Background: an optimization exercise with open tools, aiming at small area. Do not read the settings as production practice. In this exercise RTL edits were held to simulation tests only and were not proved equivalent to the original. Power is estimated from default activity; no workload was simulated.

red:
==> flow/design.v (excerpt) <==
module aes_key_sched_ctrl (
    input  logic         CLK,
    input  logic         RST,
    input  logic         key_valid,
    input  logic [127:0] key_in,
    output logic         key_ready,
    output logic         kx_start,
    output logic [127:0] kx_key_out,
    input  logic [127:0] kx_rk_in,
    input  logic [1:0]   kx_state_in,
    input  logic         rk_rd_en,
    input  logic [3:0]   rk_rd_idx,
    input  logic         rk_dec,
    output logic [127:0] rk_rd_data,
    output logic         rk_rd_valid,
    output logic         rk_rd_err,
    output logic         keys_valid,
    output logic         busy,
    output logic         kx_err
);
    logic         launch_q, wait_q, cap_q, kv_q, err_q;
    logic [3:0]   cnt_q;
    logic [127:0] key_q;
    logic [127:0] ring_q [11];
    logic [127:0] rd_data_q;
    logic         rd_valid_q, rd_err_q;
    logic         active, accept, wr, cnt_wrap;
    logic [3:0]   cnt_inc;
    assign active   = (kx_state_in != 2'd0);
    assign accept   = key_valid & ~(launch_q | wait_q | cap_q);
    assign wr       = active & (wait_q | cap_q);
    assign cnt_wrap = (cnt_q == 4'd10);
    assign cnt_inc  = cnt_wrap ? 4'd0 : cnt_q + 4'd1;
    always_ff @(posedge CLK or negedge RST) begin
        if (!RST) begin
            launch_q <= 1'b0;
            wait_q   <= 1'b0;
            cap_q    <= 1'b0;
            kv_q     <= 1'b0;
            err_q    <= 1'b0;
            cnt_q    <= 4'd0;
        end else begin
            launch_q <= accept;
            if (accept) begin
                kv_q  <= 1'b0;
                err_q <= 1'b0;
            end
            if (launch_q) begin
                wait_q <= 1'b1;
                cnt_q  <= 4'd0;
            end
            if (wait_q) begin
                if (active) begin
                    wait_q <= 1'b0;
                    cap_q  <= 1'b1;
                    cnt_q  <= 4'd1;
                end else begin
  ...
Size: about 530 I/O pins, roughly 0.045 sq mm of cells after synthesis.
==> flow/config.mk <==
export PLATFORM = sky130hd
export DESIGN_NAME = aes_key_sched_ctrl
export DESIGN_NICKNAME = aes_key_sched_ctrl
export VERILOG_FILES = /design/flow/design.v
export SDC_FILE = /design/flow/constraint.sdc
export NUM_CORES = 4
export LEC_CHECK = 0
export CAP_MARGIN = 20
export CORE_MARGIN = 2
export CORE_UTILIZATION = 60
export SLEW_MARGIN = 20
export SYNTH_HIERARCHICAL = 1
==> flow/constraint.sdc <==
create_clock -name core_clock -period 5.0 [get_ports {CLK}]
set_input_delay 1.0000 -clock core_clock [delete_from_list [all_inputs] [get_ports {CLK}]]
set_output_delay 1.0000 -clock core_clock [all_outputs]
set_load 0.01 [all_outputs]
standard.sh (not shown) runs the stock make flow with config.mk's settings and CLKGATE_MAP_FILE= SYNTH_SCRIPT=/design/flow/synth_recipe.tcl, a recipe that flattens the netlist after the stock synthesis.
==> flow/flow/run.sh <==
#!/bin/bash
# Layout flow: the standard ORFS flow (standard synthesis unchanged) with two changes:
#  - the input and output port buffers are sky130_fd_sc_hd__buf_1, the smallest buffer,
#    instead of the cell buffer_ports picks by default;
#  - clock tree synthesis uses small clock buffers and no dummy loads.
# make's full output goes to flow_make.log here; ORFS keeps each step's log under orfs/logs/.
set -euo pipefail
CTS="-sink_clustering_enable -repair_clock_nets -dont_use_dummy_load"
CTS="$CTS -buf_list {sky130_fd_sc_hd__clkbuf_4 sky130_fd_sc_hd__clkbuf_8}"
bash standard.sh \
  "BUFFER_PORTS_ARGS=-buffer_cell sky130_fd_sc_hd__buf_1" \
  "CTS_ARGS=$CTS" \
  finish > flow_make.log 2>&1
red went all the way through the flow, and no timing, DRC or antenna check failed.
#### Input delta (blue over red)
-- flow/flow/run.sh --
<<< red, line 5
#  - clock tree synthesis uses small clock buffers and no dummy loads.
>>> blue, line 5
#  - clock tree synthesis uses clkbuf_8 buffers, sink clusters of up to 18 flip-flops within
#    60 um, and no dummy loads.
<<< red, line 9
CTS="$CTS -buf_list {sky130_fd_sc_hd__clkbuf_4 sky130_fd_sc_hd__clkbuf_8}"
>>> blue, line 10
CTS="$CTS -buf_list {sky130_fd_sc_hd__clkbuf_8} -sink_clustering_size 18 -sink_clustering_max_diameter 60"
[summary]
Of red and blue, the lower clock latency on the worst-skew pair belongs to blue.
When the final numbers for red and blue were put side by side, the power density over the cells turned out to be smaller in blue.
Taking red as the reference point, the design area of blue falls by 0.0018 sq mm.
For the initial antenna violation count, blue came in 2 lower than red did.
Die area came out exactly the same in red and blue.
The routed metal-1 wire length reported for blue is smaller than that of red by about 0.4%.
NOTE total routed wirelength red->blue decreased by a few percent

## static timing again, ports no longer ideal
How much do the figures lean on ideal ports? The routed layouts below were timed once more, with nothing changed but the port constraints. Step 1, drivers: a clkbuf_16 drives CLK and a buf_2 each remaining input, both assumed. Step 2, shift: input delay + t, output delay - t, t = (earliest + latest rising clock arrival at the registers) / 2. This alone moves slack from input paths to output paths. Three values: no drivers, after step 1, after step 2; two values: the first two.
run	shift t [ns]	slack for setup (ns)	worst hold slack (ns)	worst slew at a driven data input, ns
red	0.880	0.942 / 0.887 / 0.007	0.124 / 0.083 / 0.292	0.13
blue	0.772	0.835 / 0.783 / 0.011	0.242 / 0.201 / 0.289	0.14
After both steps setup and hold are still met in every run listed. The setup slack of red, which loses most, moves by -0.055 ns with the drivers and by -0.935 ns with both steps.
